This design comes from an exercise in tuning for small area, a short achievable clock period and few clock cycles on the open sky130 flow, not from production work.
The RTL was checked by simulation tests, not by an equivalence proof against the original design.
No activity file was given, so power comes from the tool's default toggle rates.

$ cat flow/design.v
package lpg_pkg;
    localparam int LEN_W   = 24;    
    localparam int HALF_W  = 23;    
    localparam int TRIG_W  = 16;    
    localparam int COORD_W = 32;    
    localparam int PNUM_W  = 6;     
    localparam int IDX_W   = 3;     
    localparam int FRAC_W  = 14;    
    localparam int POS_W   = COORD_W + 1 + FRAC_W;   
    localparam int PROD_W  = 40;    
    localparam int MAX_WAYPOINTS_DEF = 64;
    localparam logic [IDX_W-1:0] REG_X_LENGTH     = 3'd0;
    localparam logic [IDX_W-1:0] REG_Y_LENGTH     = 3'd1;
    localparam logic [IDX_W-1:0] REG_STRIPE_WIDTH = 3'd2;
    localparam logic [IDX_W-1:0] REG_COS_BEARING  = 3'd3;
    localparam logic [IDX_W-1:0] REG_SIN_BEARING  = 3'd4;
    localparam logic [LEN_W-1:0]         RST_X_LENGTH     = 24'd5120;
    localparam logic [LEN_W-1:0]         RST_Y_LENGTH     = 24'd5120;
    localparam logic [LEN_W-1:0]         RST_STRIPE_WIDTH = 24'd2560;
    localparam logic signed [TRIG_W-1:0] RST_COS_BEARING  = 16'sd16384;
    localparam logic signed [TRIG_W-1:0] RST_SIN_BEARING  = 16'sd0;
endpackage
module lpg_add #(
    parameter int W = 48
) (
    input  logic [W-1:0] i_a,
    input  logic [W-1:0] i_b,
    input  logic         i_cin,
    output logic [W-1:0] o_sum
);
    localparam int N = W + 1;
    localparam int L = (N <= 16) ? 4 : (N <= 32) ? 5 : (N <= 64) ? 6 : 7;
    logic [N-1:0]       a, b;
    logic [(L+1)*N-1:0] g, p;
    assign a = {i_a, i_cin};
    assign b = {i_b, i_cin};
    assign g[N-1:0] = a & b;
    assign p[N-1:0] = a ^ b;
    for (genvar l = 0; l < L; l++) begin : g_level
        for (genvar i = 0; i < N; i++) begin : g_bit
            if (((i >> l) & 1) == 1) begin : g_node
                localparam int J = ((i >> l) << l) - 1;
                assign g[(l+1)*N+i] = g[l*N+i] | (p[l*N+i] & g[l*N+J]);
                assign p[(l+1)*N+i] = p[l*N+i] & p[l*N+J];
            end else begin : g_pass
                assign g[(l+1)*N+i] = g[l*N+i];
                assign p[(l+1)*N+i] = p[l*N+i];
            end
        end
    end
    assign o_sum = p[N-1:1] ^ g[L*N+N-2:L*N];
endmodule
module lpg_datapath #(
    parameter bit IS_Y = 1'b0
) (
    input  logic                               i_clk,
    input  logic [5:0]                         n_sel,
    input  logic                               i_next_last,  
    input  logic                               i_far,       
    input  logic                               i_td,        
    input  logic                               n_far,       
    input  logic                               i_load_c,
    input  logic signed [lpg_pkg::COORD_W-1:0] i_center,
    input  logic [lpg_pkg::LEN_W-1:0]          i_h,
    input  logic [5:0]                         n_booth,     
    input  logic                               n_first,     
    input  logic [2:0]                         i_load_p,    
    output logic signed [lpg_pkg::COORD_W-1:0] o_point
);
    localparam int COORD_W = lpg_pkg::COORD_W;
    localparam int LEN_W   = lpg_pkg::LEN_W;
    localparam int FRAC_W  = lpg_pkg::FRAC_W;
    localparam int POS_W   = lpg_pkg::POS_W;
    localparam int PROD_W  = lpg_pkg::PROD_W;
    logic [POS_W-1:0]           r_s, r_cv;   
    logic signed [COORD_W-1:0]  r_c;
    logic signed [PROD_W-2:0]   r_sa, r_st;
    logic signed [PROD_W-1:0]   r_sw;
    always_ff @(posedge i_clk) begin
        if (i_load_c) begin
            r_c <= i_center;
        end
    end
    logic st_neg_go, sw_neg;
    assign st_neg_go = IS_Y ? 1'b0 : !i_td;
    assign sw_neg    = IS_Y ? 1'b1 : i_td;
    function automatic logic sa_neg(input logic far, input logic td);
        sa_neg = (IS_Y && td) ? far : !far;
    endfunction
    logic n_nb, n_nc;
    always_comb begin
        n_nb = 1'b0;
        n_nc = 1'b0;
        if (n_sel[0]) begin
            n_nb = n_booth[3];
            n_nc = n_booth[0];
        end else if (n_sel[5] || n_sel[4]) begin
            n_nb = st_neg_go;
            n_nc = sa_neg(1'b0, i_td);
        end else if (n_sel[3]) begin
            n_nb = sa_neg(!n_far, i_td);
        end
    end
    logic r_a_in, r_a_kept, r_a_x, r_a_x4, r_a_tr;
    logic r_b_st, r_b_sa2, r_b_h1, r_b_h2, r_b_tr;
    logic r_c_sa, r_c_h1, r_c_h2, r_c_tr;
    logic r_nb, r_nc, r_tr;
    always_ff @(posedge i_clk) begin
        r_a_in   <= n_sel[5];
        r_a_kept <= n_sel[4];
        r_a_x    <= n_sel[3];
        r_a_x4   <= n_sel[0] && !n_first;
        r_a_tr   <= n_sel[2];
        r_b_st   <= n_sel[5] || n_sel[4];
        r_b_sa2  <= n_sel[3];
        r_b_h1   <= n_sel[0] && n_booth[5];
        r_b_h2   <= n_sel[0] && n_booth[4];
        r_b_tr   <= n_sel[2];
        r_c_sa   <= n_sel[5] || n_sel[4];
        r_c_tr   <= n_sel[2];
        r_tr     <= n_sel[2];
        r_c_h1   <= n_sel[0] && n_booth[2];
        r_c_h2   <= n_sel[0] && n_booth[1];
        r_nb     <= n_nb;
        r_nc     <= n_nc;
    end
    function automatic logic [POS_W-1:0] sx39(input logic [PROD_W-2:0] v);
        sx39 = {{(POS_W-PROD_W+1){v[PROD_W-2]}}, v};
    endfunction
    function automatic logic [POS_W-1:0] rep(input logic b);
        rep = {POS_W{b}};
    endfunction
    logic [POS_W-1:0] c_in, c_kept, opa, opq, opb, opc, opb_s, opc_s;
    logic a_kept, a_x, b_st, b_sw, c_sa, nb, nc;
    always_comb begin
        a_kept = r_a_kept || (r_a_tr && i_next_last);
        a_x    = r_a_x || (r_a_tr && !i_next_last);
        b_st   = r_b_st || (r_b_tr && i_next_last);
        b_sw   = r_b_tr && !i_next_last;
        c_sa   = r_c_sa || (r_c_tr && i_next_last);
        nb     = r_tr ? (i_next_last ? !st_neg_go : sw_neg) : r_nb;
        nc     = r_tr ? (i_next_last && sa_neg(i_far, i_td)) : r_nc;
        c_in   = {i_center[COORD_W-1], i_center, 1'b1, {(FRAC_W-1){1'b0}}};
        c_kept = {r_c[COORD_W-1], r_c, 1'b1, {(FRAC_W-1){1'b0}}};
        opa = (rep(r_a_in) & c_in)
            | (rep(a_kept) & c_kept)
            | (rep(a_x) & r_s)
            | (rep(r_a_x4) & {r_s[POS_W-5:0], 4'b0});
        opq = (rep(a_x) & r_cv)
            | (rep(r_a_x4) & {r_cv[POS_W-5:0], 4'b0});
        opb = (rep(b_st) & sx39(r_st))
            | (rep(r_b_sa2) & {sx39(r_sa), 1'b0})
            | (rep(b_sw) & {{(POS_W-PROD_W){r_sw[PROD_W-1]}}, r_sw})
            | (rep(r_b_h1) & POS_W'({i_h, 2'b0}))
            | (rep(r_b_h2) & POS_W'({i_h, 3'b0}));
        opc = (rep(c_sa) & sx39(r_sa))
            | (rep(r_c_h1) & POS_W'(i_h))
            | (rep(r_c_h2) & POS_W'({i_h, 1'b0}));
        opb_s = opb ^ rep(nb);
        opc_s = opc ^ rep(nc);
    end
    logic [POS_W-1:0] s1, c1, s2, c2;
    always_comb begin
        s1 = opa ^ opq ^ opb_s;
        c1 = (opa & opq) | (opa & opb_s) | (opq & opb_s);
        s2 = s1 ^ {c1[POS_W-2:0], nb} ^ opc_s;
        c2 = (s1 & {c1[POS_W-2:0], nb}) | (s1 & opc_s) | ({c1[POS_W-2:0], nb} & opc_s);
    end
    always_ff @(posedge i_clk) begin
        r_s  <= s2;
        r_cv <= {c2[POS_W-2:0], nc};
    end
    logic [POS_W-1:0] sum;
    lpg_add #(.W(POS_W)) u_add (
        .i_a   (r_s),
        .i_b   (r_cv),
        .i_cin (1'b0),
        .o_sum (sum)
    );
    logic [COORD_W-1:0] r_pos;    
    always_ff @(posedge i_clk) begin
        r_pos <= (sum[POS_W-1] ^ sum[POS_W-2]) ? {sum[POS_W-1], {(COORD_W-1){!sum[POS_W-1]}}}
                                               : sum[POS_W-2:FRAC_W];
        if (i_load_p[0]) r_sa <= $signed(sum[PROD_W-2:0]);
        if (i_load_p[1]) r_st <= $signed(sum[PROD_W-2:0]);
        if (i_load_p[2]) r_sw <= $signed(sum[PROD_W-1:0]);
    end
    assign o_point = r_pos;
endmodule
module lawnmower_path_generator #(
    parameter int MAX_WAYPOINTS = lpg_pkg::MAX_WAYPOINTS_DEF
) (
    input  logic                               i_clk,
    input  logic                               i_rst_n,
    input  logic                               start,
    output logic                               busy,
    input  logic signed [lpg_pkg::COORD_W-1:0] i_center_x,
    input  logic signed [lpg_pkg::COORD_W-1:0] i_center_y,
    input  logic                               i_cfg_valid,
    output logic                               o_cfg_ready,
    input  logic [lpg_pkg::IDX_W-1:0]          i_cfg_index,
    input  logic [lpg_pkg::LEN_W-1:0]          i_cfg_data,
    output logic                               o_point_valid,
    output logic signed [lpg_pkg::COORD_W-1:0] o_point_x,
    output logic signed [lpg_pkg::COORD_W-1:0] o_point_y,
    output logic [lpg_pkg::PNUM_W-1:0]         o_point_number,
    output logic                               o_last_point,
    output logic                               o_overflow
);
    localparam int LEN_W   = lpg_pkg::LEN_W;
    localparam int TRIG_W  = lpg_pkg::TRIG_W;
    localparam int PNUM_W  = lpg_pkg::PNUM_W;
    localparam int REM_W   = LEN_W + 2;
    localparam logic [PNUM_W-1:0] LAST_PNUM = PNUM_W'(MAX_WAYPOINTS - 1);
    logic [LEN_W-1:0]         r_xlen, r_ylen, r_w;
    logic signed [TRIG_W-1:0] r_cos, r_sin;
    logic                     cfg_wr;
    logic                     restart;
    assign o_cfg_ready = 1'b1;
    assign cfg_wr      = i_cfg_valid && (i_cfg_index <= lpg_pkg::REG_SIN_BEARING);
    assign restart     = !i_rst_n || cfg_wr;
    logic [LEN_W-1:0]         n_xlen, n_ylen, n_w;
    logic signed [TRIG_W-1:0] n_cos, n_sin;
    logic                     r_td;      
    logic                     r_wz;      
    always_comb begin
        n_xlen = r_xlen;
        n_ylen = r_ylen;
        n_w    = r_w;
        n_cos  = r_cos;
        n_sin  = r_sin;
        if (!i_rst_n) begin
            n_xlen = lpg_pkg::RST_X_LENGTH;
            n_ylen = lpg_pkg::RST_Y_LENGTH;
            n_w    = lpg_pkg::RST_STRIPE_WIDTH;
            n_cos  = lpg_pkg::RST_COS_BEARING;
            n_sin  = lpg_pkg::RST_SIN_BEARING;
        end else if (i_cfg_valid) begin
            case (i_cfg_index)
                lpg_pkg::REG_X_LENGTH:     n_xlen = i_cfg_data;
                lpg_pkg::REG_Y_LENGTH:     n_ylen = i_cfg_data;
                lpg_pkg::REG_STRIPE_WIDTH: n_w    = i_cfg_data;
                lpg_pkg::REG_COS_BEARING:  n_cos  = $signed(i_cfg_data[TRIG_W-1:0]);
                lpg_pkg::REG_SIN_BEARING:  n_sin  = $signed(i_cfg_data[TRIG_W-1:0]);
                default: begin
                end
            endcase
        end
    end
    always_ff @(posedge i_clk) begin
        r_xlen <= n_xlen;
        r_ylen <= n_ylen;
        r_w    <= n_w;
        r_cos  <= n_cos;
        r_sin  <= n_sin;
    end
    logic             r_ovf;
    logic [LEN_W-1:0] weff;
    logic [LEN_W-1:0] span;
    assign weff = {r_w[LEN_W-1:1], r_w[0] | r_wz};
    assign span = r_td ? {r_ylen[LEN_W-1:1], 1'b0} : {r_xlen[LEN_W-1:1], 1'b0};
    logic       r_mrun;      
    logic       r_mprep;     
    logic       r_cdone;     
    logic [1:0] r_round;     
    logic [1:0] r_dig;       
    logic       c_act;       
    logic [2:0]       r_dload;
    logic [LEN_W-1:0] r_h;
    assign c_act = r_mrun && !r_mprep && !r_cdone;
    always_ff @(posedge i_clk) begin
        if (restart) begin
            r_mprep <= !i_rst_n || (i_cfg_index <= lpg_pkg::REG_STRIPE_WIDTH);
            r_cdone <= 1'b0;
            r_round <= '0;
            r_dig   <= '0;
        end else if (r_mrun) begin
            r_mprep <= 1'b0;
            if (c_act) begin
                r_dig <= r_dig + 2'd1;
                if (r_dig == 2'd3) begin
                    r_round <= r_round + 2'd1;
                    if (r_round == 2'd2) begin
                        r_cdone <= 1'b1;
                    end
                end
            end
        end
    end
    always_ff @(posedge i_clk) begin
        if (r_mrun && r_mprep) begin
            r_td <= (r_xlen >= r_ylen);
            r_wz <= (r_w == '0);
        end
    end
    logic                     tx_is_cos;
    logic signed [TRIG_W-1:0] m_tx, m_ty;
    logic [5:0]               bth_x, bth_y;
    logic [LEN_W-1:0]         m_h;
    function automatic logic [4:0] window(input logic [TRIG_W-1:0] t, input logic [1:0] dig);
        case (dig)
            2'd0:    window = t[15:11];
            2'd1:    window = t[11:7];
            2'd2:    window = t[7:3];
            default: window = {t[3:0], 1'b0};
        endcase
    endfunction
    function automatic logic [5:0] booth(input logic [4:0] w);
        booth = {w[3] ^ w[2], (w[4] ^ w[3]) & !(w[3] ^ w[2]), w[4],
                 w[1] ^ w[0], (w[2] ^ w[1]) & !(w[1] ^ w[0]), w[2]};
    endfunction
    always_comb begin
        tx_is_cos = (r_round == 2'd0) ? r_td : !r_td;
        m_tx  = tx_is_cos ? r_cos : r_sin;
        m_ty  = tx_is_cos ? r_sin : r_cos;
        bth_x = booth(window(m_tx, r_dig));
        bth_y = booth(window(m_ty, r_dig));
        if (r_round[1]) begin
            m_h = weff;
        end else if (r_round[0] ^ r_td) begin
            m_h = {1'b0, r_xlen[LEN_W-1:1]};
        end else begin
            m_h = {1'b0, r_ylen[LEN_W-1:1]};
        end
    end
    always_ff @(posedge i_clk) begin
        r_h      <= m_h;
    end
    localparam logic [1:0] ST_IDLE = 2'd0;
    localparam logic [1:0] ST_WAIT = 2'd1;
    localparam logic [1:0] ST_RUN  = 2'd2;
    localparam logic [1:0] ST_DRAIN = 2'd3;    
    logic [1:0]        r_state, n_state;
    logic              r_busy, n_busy;
    logic              r_valid, n_valid;
    logic [PNUM_W-1:0] r_pnum, n_pnum;   
    logic              r_last, n_last;   
    logic              r_far, n_far;     
    logic              r_next_last, n_next_last;   
    logic              n_mrun;
    logic              n_dmac;
    logic [2:0]        n_dload;
    logic              idle, run, go;
    logic              last_next;
    assign idle = (r_state == ST_IDLE);
    assign run  = (r_state == ST_RUN);
    assign go   = !run && !r_mrun;
    logic [REM_W-1:0] r_acc;
    logic [REM_W-1:0] acc_sum;
    logic [REM_W-1:0] cmp_x, cmp_y;
    logic             cmp_ge;
    logic [REM_W:0]   cmp_sum;
    lpg_add #(.W(REM_W+1)) u_cmp (
        .i_a   ({1'b0, cmp_x}),
        .i_b   ({1'b0, ~cmp_y}),
        .i_cin (1'b1),
        .o_sum (cmp_sum)
    );
    assign cmp_ge = cmp_sum[REM_W];
    lpg_add #(.W(REM_W)) u_acc_add (
        .i_a   (r_acc),
        .i_b   (REM_W'(weff)),
        .i_cin (1'b0),
        .o_sum (acc_sum)
    );
    always_comb begin
        if (r_mrun) begin
            cmp_x = {2'b0, weff[18:0], 5'b0};
            cmp_y = r_acc;
        end else begin
            cmp_x = r_acc;
            cmp_y = REM_W'(span);
        end
    end
    always_ff @(posedge i_clk) begin
        if (go) begin
            r_acc <= REM_W'(weff);
        end else if (c_act && r_round == 2'd0 && r_dig == 2'd0) begin
            r_acc <= REM_W'(span);
        end else if ((c_act && r_round == 2'd0 && r_dig == 2'd1) || (run && r_pnum[0])) begin
            r_acc <= acc_sum;
        end
        if (c_act && r_round == 2'd0 && r_dig == 2'd2) begin
            r_ovf <= (weff[LEN_W-1:19] == '0) && !cmp_ge;
        end
    end
    always_comb begin
        n_dmac  = !restart && c_act;
        n_dload = (!restart && c_act && r_dig == 2'd3) ? (3'b001 << r_round) : 3'b000;
        n_mrun  = restart || (r_mrun && !r_dload[2]);
        n_state = r_state;
        n_busy  = r_busy;
        n_valid = r_valid;
        if (!i_rst_n) begin
            n_state = ST_IDLE;
            n_busy  = 1'b0;
            n_valid = 1'b0;
        end else begin
            case (r_state)
                ST_IDLE: if (start) begin
                    n_state = r_mrun ? ST_WAIT : ST_RUN;
                    n_busy  = 1'b1;
                    n_valid = !r_mrun;
                end
                ST_WAIT: if (!r_mrun) begin
                    n_state = ST_RUN;
                    n_valid = 1'b1;
                end
                ST_RUN: if (r_last) begin
                    n_state = ST_DRAIN;
                    n_valid = 1'b0;
                end
                default: begin
                    n_state = ST_IDLE;
                    n_busy  = 1'b0;
                end
            endcase
        end
        last_next = r_ovf ? (r_pnum == LAST_PNUM - PNUM_W'(1))
                          : (r_pnum[0] && r_next_last);
        n_pnum      = r_pnum;
        n_last      = r_last;
        n_far       = r_far;
        n_next_last = r_next_last;
        if (go) begin
            n_pnum = '0;
            n_last = 1'b0;
            n_far  = 1'b0;
        end else if (run) begin
            n_pnum = r_pnum + PNUM_W'(1);
            n_last = last_next;
            if (!r_pnum[0]) begin
                n_far       = !r_far;
                n_next_last = cmp_ge;
            end
        end
    end
    always_ff @(posedge i_clk) begin
        r_state     <= n_state;
        r_busy      <= n_busy;
        r_valid     <= n_valid;
        r_pnum      <= n_pnum;
        r_last      <= n_last;
        r_far       <= n_far;
        r_next_last <= n_next_last;
        r_mrun      <= n_mrun;
        r_dload     <= n_dload;
    end
    logic              r_show_valid, r_show_last;
    logic [PNUM_W-1:0] r_show_pnum;
    logic [2:0]        r_pload;
    always_ff @(posedge i_clk) begin
        r_show_valid <= r_valid && i_rst_n;
        r_show_last  <= r_last;
        r_show_pnum  <= r_pnum;
        r_pload      <= r_dload;
    end
    localparam int NSEL = 6;
    logic [NSEL-1:0] n_sel;
    logic            n_run, n_go;
    always_comb begin
        n_run = (n_state == ST_RUN);
        n_go  = !n_run && !n_mrun;
        n_sel[5] = n_go && (n_state == ST_IDLE);
        n_sel[4] = n_go && (n_state != ST_IDLE);
        n_sel[3] = n_run && !n_dmac && !n_pnum[0];
        n_sel[2] = n_run && !n_dmac && n_pnum[0];
        n_sel[1] = 1'b0;
        n_sel[0] = n_dmac;
    end
    lpg_datapath #(.IS_Y(1'b0)) u_dp_x (
        .i_clk       (i_clk),
        .n_sel       (n_sel),
        .i_td        (r_td),
        .n_far       (n_far),
        .i_far       (r_far),
        .i_next_last (r_next_last),
        .i_load_c    (idle),
        .i_center    (i_center_x),
        .i_h         (r_h),
        .n_booth     (bth_x),
        .n_first     (r_dig == 2'd0),
        .i_load_p    (r_pload),
        .o_point     (o_point_x)
    );
    lpg_datapath #(.IS_Y(1'b1)) u_dp_y (
        .i_clk       (i_clk),
        .n_sel       (n_sel),
        .i_td        (r_td),
        .n_far       (n_far),
        .i_far       (r_far),
        .i_next_last (r_next_last),
        .i_load_c    (idle),
        .i_center    (i_center_y),
        .i_h         (r_h),
        .n_booth     (bth_y),
        .n_first     (r_dig == 2'd0),
        .i_load_p    (r_pload),
        .o_point     (o_point_y)
    );
    assign busy           = r_busy;
    assign o_point_valid  = r_show_valid;
    assign o_point_number = r_show_pnum;
    assign o_last_point   = r_show_last;
    assign o_overflow     = r_ovf;
endmodule
$ cat flow/flow/run.sh
#!/bin/bash
# The standard layout, with the port buffers made of the smallest buffer cell.
set -euo pipefail
export BUFFER_PORTS_ARGS="-buffer_cell sky130_fd_sc_hd__buf_1"
bash standard.sh > standard.log 2>&1
$ cat flow/standard.sh
#!/bin/bash
# synth_recipe.tcl (not shown) runs the flow's synth.tcl, then flattens the netlist and writes it again
# the make line also repeats each setting of config.mk as NAME=value (left out here)
make -C /OpenROAD-flow-scripts/flow DESIGN_CONFIG=/design/flow/config.mk WORK_HOME=/design/flow/orfs CLKGATE_MAP_FILE= SYNTH_SCRIPT=/design/flow/synth_recipe.tcl "${@:-finish}"
$ cat flow/config.mk
export PLATFORM = sky130hd
export DESIGN_NAME = lawnmower_path_generator
export DESIGN_NICKNAME = lawnmower_path_generator
export VERILOG_FILES = /design/flow/design.v
export SDC_FILE = /design/flow/constraint.sdc
export NUM_CORES = 4
export LEC_CHECK = 0
export CAP_MARGIN = 20
export CORE_MARGIN = 2
export CORE_UTILIZATION = 40
export SETUP_SLACK_MARGIN = 4.5
export SLEW_MARGIN = 20
$ cat flow/constraint.sdc
create_clock -name core_clock -period 7.5 [get_ports {i_clk}]
set_input_delay 1.5000 -clock core_clock [delete_from_list [all_inputs] [get_ports {i_clk}]]
set_output_delay 1.5000 -clock core_clock [all_outputs]
set_load 0.01 [all_outputs]
==> results of run 1 <==
==> metal layers <==
layer | GRT usage (%) | part of all wire, % | up-vias
met5 | 0 | 0.010 | -
met4 | 8.88 | 3.9 | 2
met3 | 3.14 | 6.6 | 236
met2 | 38.9 | 47 | 1186
met1 | 31.6 | 42 | 15700
li1 | - | - | 14300
==> cell type report <==
cell class	instances	area share (%)
antenna	1	0.00509
clock buffer	117	5.25
clock inverter	49	1.16
inverter	242	1.87
multi-input combinational	2625	45.4
sequential	761	38.0
tap	1368	3.48
timing repair buffer	337	4.84
==> where the power goes <==
group | internal [mW] | switching [mW] | leakage (nW)
logic | 0.308 | 0.456 | 11.2
registers | 4.42 | 0.123 | 7.04
clock network | 2.75 | 1.86 | 1.56
==> worst max-delay path, cell delays in order (launching register included) <==
cell and delay, ns:
dfxtp_4 0.36, ha_4 0.25, a21o_1 0.21, a221o_1 0.33, a22oi_2 0.28, a31oi_4 0.16
o21ba_4 0.26, o41ai_4 0.22, buf_6 0.19, xnor2_4 0.09, buf_12 0.16, clkbuf_16 0.15
o21a_1 0.18, a21oi_1 0.11, o211ai_1 0.11
==> flip-flops by register name, indices dropped and copies added, names as in the netlist, 26 cells and up <==
name / flops
u_dp_y.r_sw: 40
u_dp_y.r_c: 32
u_dp_y.r_s: 47
u_dp_x.r_s: 47
u_dp_y.r_pos: 32
u_dp_y.r_cv: 47
u_dp_x.r_st: 39
u_dp_x.r_pos: 32
u_dp_x.r_cv: 47
u_dp_y.r_sa: 39
u_dp_x.r_sw: 40
u_dp_y.r_st: 39
u_dp_x.r_c: 32
r_acc: 26
u_dp_x.r_sa: 39
==> path summary, 6_finish.rpt <==
kind | start | endpoint | slack [ns] | cells past startpoint
max | u_dp_y.r_cv[8] | u_dp_y.r_pos[0] | 4.32 | 14
min | r_dload[0] | r_pload[0] | 0.32 | 0
max reg2reg | u_dp_y.r_cv[8] | u_dp_y.r_pos[0] | 4.32 | 14
min reg2reg | r_dload[0] | r_pload[0] | 0.32 | 0
==> placed cells by master, fill, tap and decap left out, types with 20 or more instances in the layout <==
cell       instances
a21o_1            56
a21oi_1          198
a21oi_2           28
a221oi_1          59
a222oi_1         137
a22o_1            65
a22oi_1          104
and2_1            28
buf_1            168
buf_4            129
clkbuf_16        102
dfxtp_1          368
dfxtp_2           41
dfxtp_4           23
edfxtp_1         329
fa_1             196
ha_1             137
ha_4              37
inv_1            234
mux2_2            38
mux2i_1           33
nand2_1          502
nand3_1           86
nand4_1           20
nor2_1           137
nor3_1            20
o211ai_1          29
o21a_1            25
o21ai_0          100
o21ai_1           24
xnor2_1          135
xor2_1            93
==> timing repair <==
item                       CTS  global route
setup buffers               67            44
pin swaps                   62           112
resized for setup          265           165
hold endpoints to repair     0             0
hold buffers                 0             0
gates cloned                13            10
setup endpoints to repair  397           236
==> stage by stage <==
stage                     power [mW]  setup WS, ns
after CTS                       9.94          4.40
final                           9.93          4.32
after floorplan                 5.00          4.46
after global placement          5.24          3.35
after global routing            10.2          4.20
after detailed placement        5.25          3.43
==> kinds of logic after synthesis <==
group | count (synthesis) | synth area share, %
xor gates and xnor gates | 263 | 5.67
buffers and inverters | 479 | 4.45
AOI/OAI and AO/OA | 960 | 16.9
other | 1 | 0.00920
adders and majority gates | 394 | 15.6
and+or+nand+nor | 919 | 9.87
muxes | 78 | 2.04
DFF | 761 | 45.5
==> run summary, run 1 <==
Final min period=3.18 ns; max-slew violation count=0; CP startpoint kind=flip-flop; I/O pins=170; Worst-Margin Slew=1.17 ns; Filler cells=9,137; fin cells=5,500; final hold violations=0; gr ovfl total=0; TNS Setup=0 ns; die height=323 um; drt pass-1 iters=7; RSZ-0062 raised after global routing=yes; port bufs=168; WL/cell=23.1 um; top cell type by total area after synthesis=edfxtp_1; net count after synthesis=4,326; initial antenna violation count=2; Synth area leaders=edfxtp_1 (24%), dfxtp_1 (21%), fa_1 (9.7%); dominant synthesized flop cell=dfxtp_1; Placed Cells=5,199; clock root cell=clkbuf_16; Final Cell Area=49,200 um2; DR vias=31.5k; largest net degree at the start of global routing=72; final worst-path cycle share=42.4%; Worst VDD drop=0.183 mV; top-area cell type share of the netlist area=24.2%; power per cell area=202 nW/um2; worst-skew pair later-pin latency=0.68 ns; Max-Cap Viols=0; Net count, final=4,526; Detail Placement HPWL=83,400 um; initial DRC count=3,480; #FFs+latches synth=761; CP Data Arrival Time=3.72 ns; Worst-path clk slew=0.06 ns; Slew headroom=22.2%; CP max FO=5; Core Area=101,000 um2; fmax=314 MHz; Critical Path End Type=flip-flop; YS warnings=3; area grow syn2layout=20.6%; most frequent cell after synthesis=nand2_1; Cell Rows=117; Num CTS Buffers=88; clk_skew=0.0403 ns; Post-synth EDFFs=329; final weighted congestion in routability-driven placement=0.893; CTS Sinks=761; Initial Util=40.2%; synth unique cells=82; CTS Buffer Depth=3; die width=323 um; syn_area_per_cell=10.6 um2; worst path required time=8.04 ns; status=complete, no violations; Post-synth ARST share=0%; GR Util All Layers=23.6%; crit path kind=flip-flop to flip-flop; worst min path class=flip-flop to flip-flop; top post-synthesis cells by count=nand2_1 (507), dfxtp_1 (432), edfxtp_1 (329), inv_1 (239), a21oi_1 (229); first-pass GRT wire length=190,000 um; Post-route DRC=0; Via density=5.73; Final ANT Viol Nets=0; die area=104,000 um2; layout cells sized above 1=16.9%; setup violators final=0; Synth Instances=3,855; CTS tree=built; Min Hold Slack=0.324 ns; Leak=19.8 nW; multi-input logic area=22,300 um2; cell area after placement=42,700 um2; Synth Cell Area=40,800 um2; post-detailed-routing wire length=127,000 um; vias in the first global route=31.0k; Util after Layout=48.4%; register area=18,700 um2; htree depth=3; Seq/Total Area, Yosys=45.5%
Testbench counts, summed over its fixed seeds: cycles 30,183.
==> inputs of run 2 (changes only) <==
--- a/flow/design.v
+++ b/flow/design.v
@@ -272,3 +272,3 @@
         if (restart) begin
-            r_mprep <= !i_rst_n || (i_cfg_index <= lpg_pkg::REG_STRIPE_WIDTH);
+            r_mprep <= 1'b1;
             r_cdone <= 1'b0;
--- a/flow/config.mk
+++ b/flow/config.mk
@@ -7,3 +7,3 @@
 export LEC_CHECK = 0
-export CAP_MARGIN = 20
+export CAP_MARGIN = 0
 export CORE_MARGIN = 2
@@ -11,2 +11,2 @@
 export SETUP_SLACK_MARGIN = 4.5
-export SLEW_MARGIN = 20
+export SLEW_MARGIN = 0
==> run summary, run 2 <==
status=complete, no violations; vias in the first global route=29.3k; Clock power frac=44.7%; hold-critical path depth=0; part of the power in registers=48.2%; Synth area leaders=edfxtp_1 (24%), dfxtp_1 (22%), fa_1 (9.8%); worst path required time=8.06 ns; Cell Rows=116; Tot Pwr=9.38 mW; CP max FO=6; Final ANT Viol Nets=0; #FFs+latches synth=761; clock root cell=clkbuf_16; commonest non-fill, non-tap cells in the layout=nand2_1 (483), dfxtp_1 (359), edfxtp_1 (328), inv_1 (227), fa_1 (196); post-detailed-routing wire length=119,000 um; crit path kind=flip-flop to flip-flop; Num CTS Buffers=86; Final min period=3.08 ns; Synth Cell Area=40,300 um2; die area=103,000 um2; Net Sw Frac=24.3%; Register-to-Register Path Depth=13; Post-synth EDFFs=328; I/O pins=170; CP Data Arrival Time=3.64 ns; power per cell area=197 nW/um2; CTS Buffer Depth=3; CTS Sinks=761; Min Hold Slack=0.324 ns; RSZ-0062 raised after global routing=yes; Core Area=100,000 um2; Util after Layout=47.7%; gr ovfl total=0; net count after synthesis=4,146; Seq/Total Area, Yosys=46.0%; synth unique cells=80; die height=321 um; worst min path class=flip-flop to flip-flop; most common cell after layout, fill and taps aside=nand2_1; WL/cell=22.8 um; Max-Cap Viols=0; Post-route DRC=0; final weighted congestion in routability-driven placement=0.867; final worst-path cycle share=41.1%; setup violators final=0; syn_area_per_cell=11.0 um2; Leak=19.0 nW; top-area cell type share of the netlist area=24.5%; htree depth=3; first-pass GRT wire length=179,000 um; Initial Util=40.3%; Hold EP=r_pload[1]; Critical R2R Launch=u_dp_x.r_s[2]; Net count, final=4,330; min-delay src=r_dload[1]; Detail Placement HPWL=76,400 um; die width=321 um; Worst VDD drop=0.149 mV; YS warnings=3; flop-to-flop setup slack=4.42 ns; CTS tree=built; DR vias=29.6k; met3 usage=3.68%; r2r endpoint=u_dp_x.r_pos[12]; initial antenna violation count=3; port bufs=168; max-slew violation count=0; internal power=7.10 mW; final hold violations=0; Final Cell Area=47,700 um2; met2 Track Usage GR=37.7%; Synth Instances=3,675; drt pass-1 iters=12; largest net degree at the start of global routing=85; initial DRC count=3,120; CP startpoint kind=flip-flop; Via density=5.65; top cell type by total area after synthesis=edfxtp_1; most frequent cell after synthesis=nand2_1; Post-synth ARST share=0%; net switching power=2.28 mW; layout cells sized above 1=16.4%; Top Usage Layer GRT=met2; area grow syn2layout=18.4%; dominant synthesized flop cell=dfxtp_1; met1 Use GR=29.0%; top post-synthesis cells by count=nand2_1 (490), dfxtp_1 (433), edfxtp_1 (328), inv_1 (230), fa_1 (198); Critical Path End Type=flip-flop; GR Util All Layers=22.5%; TNS Setup=0 ns; worst-skew pair later-pin latency=0.68 ns; fmax=324 MHz; cell area after placement=42,100 um2; Worst-path clk slew=0.06 ns; clk_skew=0.0416 ns; antenna cell count=0; Slew headroom=20.5%; Gate power share=7.1%; Worst-Margin Slew=1.19 ns
[run 2: logic make-up after synthesis]
kind of cell	count (synthesis)	synth area share, %
adders and majority gates	422	16.6
and+or+nand+nor	849	9.06
buffers and inverters	453	4.34
DFF	761	46.0
other	1	0.00931
xor gates and xnor gates	270	5.91
muxes	83	2.38
AOI/OAI and AO/OA	836	15.7
[run 2: power by group through the flow]
stage	logic (mW)	clock network, mW	registers, mW
after floorplan	0.391	0	4.56
after global placement	0.547	0	4.61
after detailed placement	0.554	0	4.61
after CTS	0.636	4.28	4.52
after global routing	0.730	4.45	4.53
final	0.669	4.19	4.52
[run 2: area by class of cell]
cell class,instances,area (um2)
timing repair buffer,311,2250
clock inverter,34,357
clock buffer,128,2430
tap,1298,1620
sequential,761,18700
multi-input combinational,2465,21500
fill,9064,52300
inverter,234,886
[run 2: metal layers]
metal	part of all wire, %	up-vias
met2	48	1010
met4	3.8	2
met1	42	14700
met5	0.0059	-
met3	6.4	215
li1	-	13600
[run 2: stage by stage]
step,setup slack [ns],instances
final,4.42,5231
after detailed placement,3.38,4961
after CTS,4.40,5200
after floorplan,4.46,3675
after global placement,3.44,4961
after global routing,4.25,5231
[run 2: critical path, cell delays in order (launching register included)]
cell and delay (ns):
dfxtp_4 0.36, ha_4 0.26, o211ai_1 0.09, o211ai_1 0.24
or3b_4 0.45, nand2_4 0.12, a41oi_4 0.11, buf_12 0.17
o31ai_4 0.21, a21oi_2 0.13, xor2_4 0.19, buf_12 0.19
clkbuf_16 0.16, maj3_2 0.28
[run 2: worst max-delay path by stage]
stage,startpoint,to,slack (ns),cells past startpoint
after floorplan,r_td,r_next_last,4.46,14
final,u_dp_x.r_s[2],u_dp_x.r_pos[12],4.42,13
after global routing,r_wz,r_acc[22],4.25,13
after detailed placement,u_dp_y.r_a_tr,u_dp_y.r_s[40],3.38,9
after global placement,u_dp_y.r_a_tr,u_dp_y.r_s[39],3.44,9
after CTS,u_dp_y.r_s[28],u_dp_y.r_pos[9],4.40,13
[run 2: repair_timing]
item / 4_1_cts / 5_1_grt
cloned: 11 / 6
pin swaps: 53 / 57
gates resized for setup: 232 / 127
setup buffers: 66 / 25
endpoints found under the setup margin: 391 / 216
hold buffers: 0 / 0
Testbench counts of run 2, summed over its fixed seeds: cycles 30,311.
==> inputs of run 3 (changes only) <==
--- a/flow/config.mk
+++ b/flow/config.mk
@@ -7,6 +7,7 @@
 export LEC_CHECK = 0
-export CAP_MARGIN = 0
+export CAP_MARGIN = 5
 export CORE_MARGIN = 2
 export CORE_UTILIZATION = 40
+export GPL_ROUTABILITY_DRIVEN = 0
 export SETUP_SLACK_MARGIN = 4.5
-export SLEW_MARGIN = 0
+export SLEW_MARGIN = 5
==> run summary, run 3 <==
Worst VDD drop=0.149 mV; Critical Path End Type=flip-flop; setup violators final=0; synth unique cells=80; fmax=324 MHz; antenna cell count=0; die height=321 um; Worst Setup SP=u_dp_x.r_s[2]; Net count, final=4,330; commonest non-fill, non-tap cells in the layout=nand2_1 (483), dfxtp_1 (359), edfxtp_1 (328), inv_1 (227), fa_1 (196); WL/cell=22.8 um; die width=321 um; layout cells sized above 1=16.4%; final hold violations=0; Final min period=3.08 ns; DR vias=29.6k; vias in the first global route=29.3k; CTS Buffer Depth=3; crit path kind=flip-flop to flip-flop; initial antenna violation count=3; most frequent cell after synthesis=nand2_1; clock root cell=clkbuf_16; hold-critical path depth=0; Post-synth ARST share=0%; top post-synthesis cells by count=nand2_1 (490), dfxtp_1 (433), edfxtp_1 (328), inv_1 (230), fa_1 (198); gr ovfl total=0; Initial Util=40.3%; worst min path class=flip-flop to flip-flop; drt pass-1 iters=12; CTS Sinks=761; Seq/Total Area, Yosys=46.0%; critical path's largest stage delay=0.45 ns; #FFs+latches synth=761; GR Util All Layers=22.5%; Min Hold Slack=0.324 ns; Post-synth EDFFs=328; CP startpoint kind=flip-flop; status=complete, no violations; clk_skew=0.0416 ns; CP max stage cell=or3b_4; power per cell area=197 nW/um2; port bufs=168; initial DRC count=3,120; crit path cell chain=ha_4 > o211ai_1 > o211ai_1 > or3b_4 > nand2_4 > a41oi_4 > buf_12 > o31ai_4 > a21oi_2 > xor2_4 > buf_12 > clkbuf_16 > maj3_2; Post-route DRC=0; Via density=5.65; Detail Placement HPWL=76,400 um; Final ANT Viol Nets=0; Max-Cap Viols=0; Num CTS Buffers=86; most common cell after layout, fill and taps aside=nand2_1; Critical R2R Launch=u_dp_x.r_s[2]; worst-skew pair later-pin latency=0.68 ns; TNS Setup=0 ns; Leak=19.0 nW; Register-to-Register Path Depth=13; first-pass GRT wire length=179,000 um; WL met2=57,400 um; largest net degree at the start of global routing=85; Core Area=100,000 um2; I/O pins=170; Cell Rows=116; CP max FO=6; die area=103,000 um2; final worst-path cycle share=41.1%; Synth Cell Area=40,300 um2; top-area cell type share of the netlist area=24.5%; RSZ-0062 raised after global routing=yes; post-detailed-routing wire length=119,000 um; CTS tree=built; highest metal used=met5; Synth area leaders=edfxtp_1 (24%), dfxtp_1 (22%), fa_1 (9.8%); net count after synthesis=4,146; max-slew violation count=0; top cell type by total area after synthesis=edfxtp_1; Filler cells=9,064; YS warnings=3; area grow syn2layout=18.4%; htree depth=3; CP Data Arrival Time=3.64 ns; Worst-path clk slew=0.06 ns; Synth Instances=3,675; dominant synthesized flop cell=dfxtp_1; min-delay src=r_dload[1]; met3 WL post-DR=7600 um; Slew headroom=20.5%; worst path required time=8.06 ns; M1 WL=49,700 um; Worst-Margin Slew=1.19 ns; syn_area_per_cell=11.0 um2
==> run 3: stage by stage <==
stage | power [mW] | utilization [%] | instance area [um2] | setup slack [ns] | instances
2_1_floorplan | 4.95 | - | 40300 | 4.46 | 3675
3_5_place_dp | 5.16 | 42.1 | 42100 | 3.38 | 4961
3_3_place_gp | 5.15 | 42.1 | 42100 | 3.44 | 4961
4_1_cts | 9.44 | 46.8 | 46800 | 4.40 | 5200
5_1_grt | 9.71 | 47.7 | 47700 | 4.25 | 5231
6_report | 9.38 | 47.7 | 47700 | 4.42 | 5231
==> run 3: path summary, 6_finish.rpt <==
kind,end,slack [ns]
hold reg to reg,r_pload[1],0.32
setup / recovery,u_dp_x.r_pos[12],4.42
hold / removal,r_pload[1],0.32
setup reg to reg,u_dp_x.r_pos[12],4.42
==> run 3: cell families after synthesis <==
family,Yosys count,synth area share (%)
adder cells (fa/ha/maj),422,16.6
buffers and inverters,453,4.34
other,1,0.00931
XOR/XNOR,270,5.91
AND/OR/NAND/NOR,849,9.06
AO/OA/AOI/OAI,836,15.7
multiplexers,83,2.38
flip-flops,761,46.0
==> run 3: power breakdown <==
group          internal (mW)  switching (mW)  total (mW)
logic                  0.283           0.386       0.669
clock network           2.40            1.79        4.19
registers               4.42           0.107        4.52
total                   7.10            2.28        9.38
==> run 3: routing by layer <==
layer | track usage (%) | vias up
met5 | 0 | -
met1 | 29.0 | 14700
li1 | - | 13600
met3 | 3.68 | 215
met4 | 8.84 | 2
met2 | 37.7 | 1010
==> run 3: worst max-delay path, delay by kind of cell (launching register included) <==
kind | cells | cell delay, ns
compound gates | 5 | 0.78
simple gates | 2 | 0.57
fa+ha+maj | 2 | 0.54
buf+inv | 3 | 0.52
flops | 1 | 0.36
xor+xnor | 1 | 0.19
==> run 3: final cells by class <==
class	count	area (um2)	share of cell area (%)
repair buffers	311	2250	4.71
well taps	1298	1620	3.40
inverters	234	886	1.86
multi-input cells	2465	21500	45.1
clock buffers	128	2430	5.10
flip-flops and latches	761	18700	39.1
clock inverters	34	357	0.748
==> run 3: what timing repair did <==
action	CTS	global route
hold buffers	0	0
setup endpoints to repair	391	216
cloned	11	6
pin swaps	53	57
setup buffers	66	25
gates resized for setup	232	127
==> inputs of run 4 (changes only) <==
--- a/flow/config.mk
+++ b/flow/config.mk
@@ -10,3 +10,3 @@
 export CORE_UTILIZATION = 40
-export GPL_ROUTABILITY_DRIVEN = 0
+export GPL_TIMING_DRIVEN = 0
 export SETUP_SLACK_MARGIN = 4.5
==> run summary, run 4 <==
status=complete, no violations; clock root cell=clkbuf_16; CP Data Arrival Time=3.77 ns; clk_skew=0.0393 ns; Synth area leaders=edfxtp_1 (24%), dfxtp_1 (22%), fa_1 (9.8%); die area=103,000 um2; Final ANT Viol Nets=0; largest net degree at the start of global routing=50; WL/cell=23.9 um; die height=321 um; post-detailed-routing wire length=130,000 um; crit path kind=flip-flop to flip-flop; cell area after placement=42,700 um2; Cell Rows=116; power per cell area=195 nW/um2; syn_area_per_cell=11.0 um2; Critical R2R Launch=u_dp_x.r_cv[4]; dominant synthesized flop cell=dfxtp_1; commonest non-fill, non-tap cells in the layout=nand2_1 (482), dfxtp_1 (367), edfxtp_1 (328), inv_1 (225), fa_1 (196); CP startpoint kind=flip-flop; CP max FO=5; gr ovfl total=0; Core Area=100,000 um2; Max-Cap Viols=0; die width=321 um; top cell type by total area after synthesis=edfxtp_1; final hold violations=0; Seq/Total Area, Yosys=46.0%; Tot Pwr=9.53 mW; I/O pins=170; Slew headroom=22.0%; CTS tree=built; fmax=308 MHz; Worst-Margin Slew=1.17 ns; YS warnings=3; Post-synth EDFFs=328; min-delay src=r_dload[1]; initial DRC count=3,146; worst path required time=8.02 ns; layout cells sized above 1=18.6%; initial antenna violation count=4; Num CTS Buffers=85; DR vias=30.5k; Net count, final=4,522; first-pass GRT wire length=192,000 um; GR Util All Layers=24.7%; Final min period=3.25 ns; #FFs+latches synth=761; Filler cells=8,990; Detail Placement HPWL=95,100 um; Util after Layout=49.0%; Via density=5.63; most common cell after layout, fill and taps aside=nand2_1; setup violators final=0; drt pass-1 iters=11; Post-synth ARST share=0%; Synth Cell Area=40,300 um2; Post-route DRC=0; Final Cell Area=49,000 um2; vias in the first global route=30.5k; max-slew violation count=0; synth unique cells=80; Leak=19.7 nW; top post-synthesis cells by count=nand2_1 (490), dfxtp_1 (433), edfxtp_1 (328), inv_1 (230), fa_1 (198); worst-skew pair later-pin latency=0.67 ns; hold-critical path depth=0; net count after synthesis=4,146; Worst-path clk slew=0.06 ns; Worst VDD drop=0.152 mV; htree depth=3; flop-to-flop setup slack=4.25 ns; TNS Setup=0 ns; Initial Util=40.3%; CTS Sinks=761; Register-to-Register Path Depth=13; Synth Instances=3,675; most frequent cell after synthesis=nand2_1; worst min path class=flip-flop to flip-flop; Worst Setup SP=u_dp_x.r_cv[4]; multi-input logic area=21,700 um2; area grow syn2layout=21.6%; top-area cell type share of the netlist area=24.5%; final weighted congestion in routability-driven placement=0.942; r2r endpoint=u_dp_x.r_pos[0]; CTS Buffer Depth=3; final worst-path cycle share=43.3%; Critical Path End Type=flip-flop; Hold EP=r_pload[1]; port bufs=166; register area=18,600 um2; RSZ-0062 raised after global routing=yes
[run 4: worst max-delay path, stage by stage (launching register included)]
cell and delay [ns]:
dfxtp_4 0.36, ha_4 0.26, o211ai_1 0.10, o211ai_1 0.33, or3b_4 0.47, nand2_4 0.11
a41oi_4 0.11, buf_12 0.17, o31ai_4 0.23, a21oi_2 0.13, xor2_4 0.19, buf_12 0.19
buf_8 0.13, maj3_2 0.29
[run 4: kinds of logic (layout without fill, tap and decap cells)]
| family | count (synthesis) | in the layout | share of synthesized area [%] |
|---|---|---|---|
| compound gates | 836 | 836 | 15.7 |
| other cells | 1 | 4 | 0.00931 |
| xor+xnor | 270 | 270 | 5.91 |
| fa+ha+maj | 422 | 422 | 16.6 |
| buf+inv | 453 | 898 | 4.34 |
| simple gates | 849 | 849 | 9.06 |
| mux | 83 | 83 | 2.38 |
| flops | 761 | 761 | 46.0 |
[run 4: report_power, final]
part,switching [mW],total [mW],leakage [nW],internal [mW]
combinational,0.424,0.689,11.6,0.266
sequential,0.0818,4.50,6.65,4.42
clock,1.77,4.35,1.42,2.57
[run 4: through the flow]
stage / hold slack, ns / cells / setup WS, ns
floorplan: 0.310 / 3675 / 4.46
global placement: 0.310 / 5139 / 2.83
detailed placement: 0.312 / 5143 / 2.83
CTS: 0.325 / 5380 / 4.31
global route: 0.332 / 5420 / 4.21
finish: 0.325 / 5421 / 4.25
[run 4: area by class of cell]
class                      count  share of cell area (%)
buffer                       219                    2.65
sequential                   761                    38.1
tap                         1298                    3.32
clock buffer                 112                    4.83
clock inverter                44                    1.06
timing repair buffer         289                    3.88
antenna                        3                  0.0153
multi-input combinational   2461                    44.4
inverter                     234                    1.80
[run 4: layer usage]
| layer | GRT usage, % | up-vias | part of all wire (%) |
|---|---|---|---|
| li1 | - | 14000 | - |
| met1 | 31.5 | 15100 | 41 |
| met2 | 42.2 | 1133 | 48 |
| met3 | 3.46 | 251 | 6.5 |
| met4 | 9.80 | 2 | 4.7 |
| met5 | 0 | - | 0.0054 |
[run 4: how the worst max path moves through the flow]
stage / slack (ns) / cells after the start / end
2_1_floorplan: 4.46 / 14 / r_next_last
3_3_place_gp: 2.83 / 9 / u_dp_x.r_s[14]
3_5_place_dp: 2.83 / 10 / u_dp_x.r_s[14]
4_1_cts: 4.31 / 14 / r_next_last
5_1_grt: 4.21 / 13 / u_dp_x.r_pos[0]
6_report: 4.25 / 13 / u_dp_x.r_pos[0]
[run 4: timing repair]
action                                  CTS  global route
pin swaps                                82            99
gates cloned                              6             5
setup buffers                            75            33
gates resized for setup                 420           184
hold buffers                              0             0
endpoints found under the setup margin  422           282
==> inputs of run 5 (changes only) <==
--- a/flow/config.mk
+++ b/flow/config.mk
@@ -10,3 +10,2 @@
 export CORE_UTILIZATION = 40
-export GPL_TIMING_DRIVEN = 0
 export SETUP_SLACK_MARGIN = 4.5
==> run summary, run 5 <==
Max-Cap Viols=0; top post-synthesis cells by count=nand2_1 (490), dfxtp_1 (433), edfxtp_1 (328), inv_1 (230), fa_1 (198); Hold-fix buffers, CTS=0; final weighted congestion in routability-driven placement=0.867; die area=103,000 um2; die height=321 um; vias in the first global route=29.3k; TNS Setup=0 ns; clk_skew=0.0416 ns; most common cell after layout, fill and taps aside=nand2_1; final worst setup slack=4.42 ns; worst min path class=flip-flop to flip-flop; status=complete, no violations; gr ovfl total=0; cell area after placement=42,100 um2; Seq/Total Area, Yosys=46.0%; clock root cell=clkbuf_16; Detail Placement HPWL=76,400 um; Slew headroom=20.5%; pre-CTS setup slack=3.38 ns; initial DRC count=3,120; Final ANT Viol Nets=0; Filler cells=9,064; YS warnings=3; fmax=324 MHz; drt pass-1 iters=12; port bufs=168; register area=18,700 um2; Post-route DRC=0; Post-synth EDFFs=328; #FFs+latches synth=761; adder-cell share of the synthesized area=16.6%; Post-Synth Simple-Gate Area=9.06%; Final Cell Area=47,700 um2; die width=321 um; initial antenna violation count=3; CP startpoint kind=flip-flop; CP Data Arrival Time=3.64 ns; power per cell area=197 nW/um2; Cell Rows=116; Final min period=3.08 ns; CTS Buffer Depth=3; layout cells sized above 1=16.4%; Worst-Margin Slew=1.19 ns; Initial Util=40.3%; mux cell area share after synthesis=2.38%; Core Area=100,000 um2; antenna cell count=0; Compound-Gate Fraction of Synth Area=15.7%; first-pass GRT wire length=179,000 um; syn_area_per_cell=11.0 um2; Post-synth ARST share=0%; Min Hold Slack=0.324 ns; Num CTS Buffers=86; most frequent cell after synthesis=nand2_1; CTS Sinks=761; worst path required time=8.06 ns; top-area cell type share of the netlist area=24.5%; worst-skew pair later-pin latency=0.68 ns; WL/cell=22.8 um; synth unique cells=80; Net count, final=4,330; htree depth=3; Leak=19.0 nW; CTS tree=built; setup violators final=0; Synth area leaders=edfxtp_1 (24%), dfxtp_1 (22%), fa_1 (9.8%); top cell type by total area after synthesis=edfxtp_1; Worst VDD drop=0.149 mV; Worst-path clk slew=0.06 ns; Critical Path End Type=flip-flop; Synth Instances=3,675; multi-input logic area=21,500 um2; I/O pins=170; max-slew violation count=0; DR vias=29.6k; area grow syn2layout=18.4%; final hold violations=0; Synth Cell Area=40,300 um2; net count after synthesis=4,146; commonest non-fill, non-tap cells in the layout=nand2_1 (483), dfxtp_1 (359), edfxtp_1 (328), inv_1 (227), fa_1 (196); crit path kind=flip-flop to flip-flop; Via density=5.65; final worst-path cycle share=41.1%; GR Util All Layers=22.5%; xor-xnor portion of the synthesized cell area=5.91%; CP max FO=6; post-detailed-routing wire length=119,000 um; dominant synthesized flop cell=dfxtp_1; largest net degree at the start of global routing=85; main combinational cell family by area after synthesis=adder cells; RSZ-0062 raised after global routing=yes
[run 5: cell counts after synthesis]
No cell type changed its count.
[run 5: routing by layer]
layer  track usage (%)  vias to the layer above  part of all wire [%]
li1                  -                    13600                     -
met1              29.0                    14700                    42
met2              37.7                     1010                    48
met3              3.68                      215                   6.4
met4              8.84                        2                   3.8
met5                 0                        -                0.0059
[run 5: cells by family (layout without fill, tap and decap cells)]
| kind of cell | after synthesis | after routing |
|---|---|---|
| adder cells (fa/ha/maj) | 422 | 422 |
| XOR/XNOR | 270 | 270 |
| multiplexers | 83 | 83 |
| AO/OA/AOI/OAI | 836 | 836 |
| flip-flops | 761 | 761 |
| other | 1 | 1 |
| AND/OR/NAND/NOR | 849 | 853 |
| buffers and inverters | 453 | 707 |
[run 5: final cells by class]
cell class | instances | share of cell area [%]
tap | 1298 | 3.40
clock inverter | 34 | 0.748
sequential | 761 | 39.1
clock buffer | 128 | 5.10
timing repair buffer | 311 | 4.71
multi-input combinational | 2465 | 45.1
inverter | 234 | 1.86
[run 5: timing repair]
item                       4_1_cts  5_1_grt
gates resized for setup        232      127
gates cloned                    11        6
setup endpoints to repair      391      216
pin swaps                       53       57
buffers inserted                66       25
[run 5: worst max-delay path, cell delays in order (launching register included)]
cell and delay, ns:
dfxtp_4 0.36, ha_4 0.26, o211ai_1 0.09, o211ai_1 0.24, or3b_4 0.45, nand2_4 0.12
a41oi_4 0.11, buf_12 0.17, o31ai_4 0.21, a21oi_2 0.13, xor2_4 0.19, buf_12 0.19
clkbuf_16 0.16, maj3_2 0.28
[run 5: metrics by stage]
step                utilization [%]  std cells  power, mW
global placement               42.1       4961       5.15
global route                   47.7       5231       9.71
finish                         47.7       5231       9.38
floorplan                         -       3675       4.95
CTS                            46.8       5200       9.44
detailed placement             42.1       4961       5.16
[run 5: final timing paths]
check	start	to	slack [ns]	depth (start not counted)
hold / removal	r_dload[1]	r_pload[1]	0.32	0
setup reg to reg	u_dp_x.r_s[2]	u_dp_x.r_pos[12]	4.42	13
setup / recovery	u_dp_x.r_s[2]	u_dp_x.r_pos[12]	4.42	13
hold reg to reg	r_dload[1]	r_pload[1]	0.32	0
[run 5: power by group]
part,switching (mW),leakage [nW],internal [mW]
clock network,1.79,1.34,2.40
logic,0.386,11.0,0.283
registers,0.107,6.65,4.42
==> inputs of run 6 (changes only) <==
==> flow/flow/run.sh (replaced) <==
#!/bin/bash
# The standard layout, with the port buffers made of the smallest buffer cell
# and power recovery (downsizing of gates off the critical paths) after
# global routing.
set -euo pipefail
export BUFFER_PORTS_ARGS="-buffer_cell sky130_fd_sc_hd__buf_1"
export RECOVER_POWER=100
bash standard.sh > standard.log 2>&1
--- a/flow/config.mk
+++ b/flow/config.mk
@@ -7,3 +7,3 @@
 export LEC_CHECK = 0
-export CAP_MARGIN = 5
+export CAP_MARGIN = 20
 export CORE_MARGIN = 2
@@ -11,2 +11,2 @@
 export SETUP_SLACK_MARGIN = 4.5
-export SLEW_MARGIN = 5
+export SLEW_MARGIN = 20
==> run summary, run 6 <==
status=finished with violations; Failing Checks=max-capacitance violations, max-slew violations; Util after Layout=47.0%; Post-route DRC=0; Synth Cell Area=40,300 um2; Hold-fix buffers, CTS=0; DR vias=29.6k; met2 Track Usage GR=37.7%; port bufs=168; post-detailed-routing wire length=119,000 um; syn_area_per_cell=11.0 um2; CP max stage cell=clkbuf_1; top cell type by total area after synthesis=edfxtp_1; Initial Util=40.3%; Post-synth EDFFs=328; Net count, final=4,330; Detail Placement HPWL=76,400 um; worst min path class=flip-flop to flip-flop; vias in the first global route=29.3k; met3 usage=3.68%; pre-CTS setup slack=3.38 ns; die height=321 um; RSZ-0062 raised after global routing=yes; power per cell area=199 nW/um2; Slew headroom=-213%; Worst-Margin Slew=4.69 ns; WL/cell=22.8 um; crit path kind=flip-flop to flip-flop; Num CTS Buffers=86; initial antenna violation count=3; Synth Instances=3,675; CP max FO=40; Synth area leaders=edfxtp_1 (24%), dfxtp_1 (22%), fa_1 (9.8%); CP startpoint kind=flip-flop; Tot Pwr=9.36 mW; worst path required time=8.11 ns; flop-to-flop setup slack=2.51 ns; Post-synth ARST share=0%; worst-skew pair later-pin latency=0.68 ns; Max-Cap Viols=15; CP Capture Point=u_dp_x.r_s[45]; Top Usage Layer GRT=met2; commonest non-fill, non-tap cells in the layout=nand2_1 (486), dfxtp_1 (358), edfxtp_1 (328), inv_1 (227), fa_1 (196); crit path cell chain=nand2_1 > nor2_1 > a21oi_4 > clkbuf_1 > xor2_2 > fa_1; Critical R2R Launch=r_next_last; multi-input logic area=21,100 um2; GR Util All Layers=22.5%; r2r endpoint=u_dp_x.r_s[45]; Leak=18.6 nW; Register-to-Register Path Depth=6; gr ovfl total=0; max-slew violation count=583; met1 Use GR=29.0%; Worst-path clk slew=0.06 ns; top-area cell type share of the netlist area=24.5%; critical path's largest stage delay=2.31 ns; Seq/Total Area, Yosys=46.0%; CP Data Arrival Time=5.60 ns; fin cells=5,232; CTS Buffer Depth=3; top post-synthesis cells by count=nand2_1 (490), dfxtp_1 (433), edfxtp_1 (328), inv_1 (230), fa_1 (198); register area=18,700 um2; layout cells sized above 1=13.2%; I/O pins=170; Worst VDD drop=0.150 mV; largest net degree at the start of global routing=85; die area=103,000 um2; final worst-path cycle share=66.5%; Min Hold Slack=0.327 ns; most frequent cell after synthesis=nand2_1; net count after synthesis=4,146; Via density=5.65; TNS Setup=0 ns; synth unique cells=80; dominant synthesized flop cell=dfxtp_1; final worst setup slack=2.51 ns; area grow syn2layout=16.8%; CTS tree=built; Final ANT Viol Nets=0; most common cell after layout, fill and taps aside=nand2_1; final hold violations=0; Final Cell Area=47,000 um2; final weighted congestion in routability-driven placement=0.867; cell area after placement=42,100 um2; die width=321 um; initial DRC count=3,199; Filler cells=9,192; Placed Cells=4,961; YS warnings=3; drt pass-1 iters=7; clock root cell=clkbuf_16; setup violators final=0; Core Area=100,000 um2; Worst Setup SP=r_next_last; #FFs+latches synth=761; clk_skew=0.0414 ns; first-pass GRT wire length=179,000 um; htree depth=3; fmax=201 MHz; Cell Rows=116; CTS Sinks=761; Critical Path End Type=flip-flop; Final min period=4.99 ns
## run 6: cell counts after synthesis
Identical to the previous run, type by type.
## run 6: area by class of cell
type                       count  share of cell area (%)
timing repair buffer         311                    4.22
inverter                     234                    1.88
tap                         1298                    3.45
sequential                   761                    39.7
antenna                        1                 0.00532
multi-input combinational   2465                    44.8
clock buffer                 128                    5.17
clock inverter                34                   0.758
## run 6: how the worst min path moves through the flow
stage               startpoint  slack (ns)         end  cells past startpoint
floorplan           r_dload[0]        0.31  r_pload[0]                      0
global placement    r_dload[1]        0.31  r_pload[1]                      0
detailed placement  r_dload[1]        0.31  r_pload[1]                      0
CTS                 r_dload[1]        0.33  r_pload[1]                      0
global route        r_dload[0]        0.34  r_pload[0]                      0
finish              r_dload[1]        0.33  r_pload[1]                      0
## run 6: report_power, final
part | internal (mW) | leakage, nW | switching, mW
Sequential | 4.42 | 6.65 | 0.106
Combinational | 0.268 | 10.6 | 0.380
Clock | 2.40 | 1.34 | 1.79
## run 6: cell families (layout without fill, tap and decap cells)
kind of cell             after synthesis  count (layout)  share of synthesized area [%]
flip-flops                           761             761                           46.0
multiplexers                          83              83                           2.38
other                                  1               2                        0.00931
AND/OR/NAND/NOR                      849             853                           9.06
buffers and inverters                453             707                           4.34
XOR/XNOR                             270             270                           5.91
adder cells (fa/ha/maj)              422             422                           16.6
AO/OA/AOI/OAI                        836             836                           15.7
## run 6: worst max-delay path: cells and delay by family (launching register included)
| kind | cells | cell delay, ns |
|---|---|---|
| XOR/XNOR | 1 | 0.82 |
| adder cells (fa/ha/maj) | 1 | 0.76 |
| flip-flops | 1 | 0.48 |
| buffers and inverters | 1 | 2.31 |
| AO/OA/AOI/OAI | 1 | 0.12 |
| AND/OR/NAND/NOR | 2 | 0.42 |
## run 6: what timing repair did
item / in CTS / in global routing
endpoints found under the setup margin: 391 / 211
pin swaps: 53 / 57
setup buffers: 66 / 25
gates cloned: 11 / 6
resized for setup: 232 / 132
hold endpoints to repair: 0 / 0
## run 6: per-layer routing
metal	up-vias	wire (um)	share of wire, %
met5	-	7	0.0059
li1	13600	-	-
met1	14600	49000	41
met3	219	8270	6.9
met4	2	4670	3.9
met2	1093	57300	48

-- separate check: timing with driven ports --
The flow's constraints put no driver on any port. The routed layouts listed below were extracted and timed again, unchanged, in two steps.
Step 1 sets driving cells, clkbuf_16 on the clock port and buf_2 on the other inputs (assumed; they add their load-dependent delay and slew).
Step 2 adds t to the input delays and takes it off the output delays; t is the mean of the earliest and latest rising clock arrival at the registers after step 1. Input paths then give back, and output paths get back, about the clock's delay inside the block.
a / b / c = no drivers / after step 1 / after step 2; a / b = the first two.
| run | shift t [ns] | setup slack, ns | hold slack, ns | worst setup path at the end | slew at the worst register clock pin (ns) |
|---|---|---|---|---|---|
| run 1 | 0.728 | 4.317 / 4.317 / 3.899 | 0.324 / 0.324 / 0.324 | input to register | 0.06 / 0.06 |
| run 2 | 0.726 | 4.418 / 4.418 / 3.933 | 0.324 / 0.324 / 0.324 | input to register | 0.06 / 0.06 |
| run 3 | 0.726 | 4.418 / 4.418 / 3.933 | 0.324 / 0.324 / 0.324 | input to register | 0.06 / 0.06 |
| run 4 | 0.714 | 4.255 / 4.255 / 4.017 | 0.325 / 0.325 / 0.325 | input to register | 0.06 / 0.06 |
| run 5 | 0.726 | 4.418 / 4.418 / 3.933 | 0.324 / 0.324 / 0.324 | input to register | 0.06 / 0.06 |
| run 6 | 0.728 | 2.514 / 2.514 / 2.514 | 0.327 / 0.327 / 0.327 | register to register | 0.06 / 0.06 |
